Context: an optimization exercise on an open-source flow, tuned for small area, a short achievable clock period and few clock cycles per item. The choices shown serve that exercise and are no tape-out recipe. Function was checked by simulation only, so behaviour that the tests miss may differ from the original. Power and IR drop assume default switching activity.

==> flow/design.v (excerpt) <==
module led_chain_chase_encoder_unit (
  input  logic                          clk_i,
  input  logic                          rst_ni,
  input  logic                          psel,
  input  logic                          penable,
  input  logic                          pwrite,
  input  logic [lcce_pkg::ADDR_W-1:0]   paddr,
  input  logic [lcce_pkg::DATA_W-1:0]   pwdata,
  output logic [lcce_pkg::DATA_W-1:0]   prdata,
  output logic                          pready,
  input  logic                          in_valid_i,
  output logic                          in_stall_o,
  input  logic [lcce_pkg::STEP_W-1:0]   step_index_i,
  input  logic [7:0]                    red_i,
  input  logic [7:0]                    green_i,
  input  logic [7:0]                    blue_i,
  output logic                          out_valid_o,
  input  logic                          out_stall_i,
  output logic [7:0]                    bit7_code_o,
  output logic [7:0]                    bit6_code_o,
  output logic [7:0]                    bit5_code_o,
  output logic [7:0]                    bit4_code_o,
  output logic [7:0]                    bit3_code_o,
  output logic [7:0]                    bit2_code_o,
  output logic [7:0]                    bit1_code_o,
  output logic [7:0]                    bit0_code_o,
  output logic                          reset_slot_o,
  output logic                          last_of_frame_o
);
  logic [7:0]  period, zero_code, one_code, zero_eff;
  logic [11:0] flags;
  logic [3:0]  active_pixels;
  logic [2:0]  dim_shift;
  logic        acc_q, fix_q, take, ready_next, reads_done_next, lit;
  logic [11:0] pix_sel;
  logic [2:0]  byte_sel;
  logic        cfg_wr;
  ...
For scale: ~1300 cells after synthesis, ~420 flip-flops, about 190 I/O pins, ~0.019 mm2 of cells after synthesis.
==> flow/config.mk <==
export PLATFORM = sky130hd
export DESIGN_NAME = led_chain_chase_encoder_unit
export DESIGN_NICKNAME = led_chain_chase_encoder_unit
export VERILOG_FILES = /design/flow/design.v
export SDC_FILE = /design/flow/constraint.sdc
export NUM_CORES = 4
export LEC_CHECK = 0
export CAP_MARGIN = 20
export CORE_MARGIN = 2
export CORE_UTILIZATION = 60
export CTS_CLUSTER_DIAMETER = 80
export CTS_CLUSTER_SIZE = 24
export SETUP_SLACK_MARGIN = 2.0
export SLEW_MARGIN = 20
==> flow/constraint.sdc <==
create_clock -name core_clock -period 4.5 [get_ports {clk_i}]
set_input_delay 0.9000 -clock core_clock [delete_from_list [all_inputs] [get_ports {clk_i}]]
set_output_delay 0.9000 -clock core_clock [all_outputs]
set_load 0.01 [all_outputs]
run.sh (not shown) runs the stock make flow with config.mk's settings and CLKGATE_MAP_FILE= SYNTH_SCRIPT=/design/flow/synth_recipe.tcl, a recipe that flattens the netlist after the stock synthesis.
Testbench counts at the start, summed over its fixed seeds: cycles 98,032, steps 4,608.
Then changed:
--- a/flow/design.v
+++ b/flow/design.v
@@ -228,17 +228,18 @@
   output logic [7:0]  bits_o,
   output logic [7:0]  zero_code_o,
   output logic        reset_slot_o
 );
   logic [3:0]  n_q, pix_q, pix_d, pix_inc;
   logic [11:0] pm_q, pm_d, inc_oh;
   logic [2:0]  sel_q, sel_d;
   logic        busy_q, busy_d, pend_q, pend_d, ov_q, ov_d, rs_q, rs_d;
-  logic [7:0]  e_q, e_d, zc_q, zc_d;
+  logic [7:0]  e_q, e_d, en_q;
+  logic        rsn_q;
   logic        lit_f_q, frame_lit;
   logic        out_free, at_rslot, start;
   always_ff @(posedge clk_i) begin
     n_q <= (active_pixels_i > 4'd12) ? 4'd12 : active_pixels_i;
   end
   always_ff @(posedge clk_i) begin
     if (fix_i) lit_f_q <= lit_i;
   end
@@ -255,44 +256,41 @@
   end
   always_comb begin
     busy_d = busy_q;
     pend_d = pend_q;
     pix_d  = pix_q;
     pm_d   = pm_q;
     sel_d  = sel_q;
     ov_d   = ov_q;
-    e_d    = e_q;
-    zc_d   = zc_q;
-    rs_d   = rs_q;
+    e_d    = ~en_q;
+    rs_d   = ~rsn_q;
     if (!busy_q) begin
       if (out_free) ov_d = 1'b0;
       if (take_i) begin
         busy_d = 1'b1;
         pix_d  = '0;
         pm_d   = 12'd1;
         sel_d  = 3'd1;
       end
     end else if (out_free) begin
       ov_d = 1'b1;
       if (at_rslot) begin
         e_d    = '0;
-        zc_d   = '0;
         rs_d   = 1'b1;
         pend_d = 1'b0;
         if (start) begin
           pix_d = '0;
           pm_d  = 12'd1;
           sel_d = 3'd1;
         end else begin
           busy_d = 1'b0;
         end
       end else begin
         e_d   = byte_i & {8{frame_lit}};
-        zc_d  = zero_code_i;
         rs_d  = 1'b0;
         sel_d = {sel_q[1:0], sel_q[2]};
         if (sel_q[2]) begin
           pix_d = pix_inc;
           pm_d  = inc_oh & flags_i;
         end
       end
     end else if (take_i) begin
@@ -310,25 +308,26 @@
       ov_q   <= ov_d;
     end
   end
   always_ff @(posedge clk_i) begin
     pix_q <= pix_d;
     pm_q  <= pm_d;
     sel_q <= sel_d;
     e_q   <= e_d;
-    zc_q  <= zc_d;
+    en_q  <= ~e_d;
     rs_q  <= rs_d;
+    rsn_q <= ~rs_d;
   end
   assign reads_done_next_o = !busy_d || ((pix_d == n_q) && !pend_d);
   assign pix_sel_o    = pm_q;
   assign byte_sel_o   = sel_q;
   assign out_valid_o  = ov_q;
   assign bits_o       = e_q;
-  assign zero_code_o  = zc_q;
+  assign zero_code_o  = zero_code_i & {8{~rs_q}};
   assign reset_slot_o = rs_q;
 endmodule
 `default_nettype wire
 `default_nettype none
 module led_chain_chase_encoder_unit (
   input  logic                          clk_i,
   input  logic                          rst_ni,
   input  logic                          psel,
@@ -401,17 +400,17 @@
       acc_q <= 1'b0;
       fix_q <= 1'b0;
     end else begin
       acc_q <= !acc_q && ready_next && reads_done_next;
       fix_q <= take;
     end
   end
   assign in_stall_o = !acc_q;
-  assign take       = acc_q && in_valid_i;
+  assign take       = acc_q;
   assign pixel      = {green_i >> dim_shift, red_i >> dim_shift, blue_i >> dim_shift};
   lcce_queue u_chain (
     .clk_i   (clk_i),
     .rst_ni  (rst_ni),
     .shift_i (take),
     .lit_i   (lit),
     .fix_i   (fix_q),
     .pixel_i (pixel),
- sequential share of layout area came out higher by 1.9 points
- synthesized area came out lower by 0.57%
- sequential power increases by 6.2%
- first-iteration DRC count fell by 10%
- power went up by 9.3%
- combinational power is higher by 26%
- cell area fell by 3.7%
- worst setup slack gains 0.11 ns
- routed wire length goes down by 2.4%
Testbench counts after the change, summed over its fixed seeds: cycles 98,032, steps 4,608.

[what the ideal ports hide]
Ports are ideal in the flow. The routed layouts listed here were re-timed in OpenROAD. Step 1 assumes that a clkbuf_16 drives the clock port and a buf_2 every other input. Step 2 times the ports against the registers' clock, not the clock port: input delays grow and output delays shrink by t, the midpoint of the rising clock arrivals with the driver on. Three values: ideal, step 1, step 2; two values: the first two.
run	t, ns	slack for setup (ns)	worst setup path after step 2	worst slew at a driven data input, ns
the first run	0.604	1.904 / 1.851 / 1.502	input to register	0.09
the second run	0.591	2.015 / 1.968 / 1.480	input to register	0.09
After both steps every run listed still meets setup and hold. The setup slack of the second run, which loses most, moves by -0.047 ns with the drivers and by -0.535 ns with both steps.
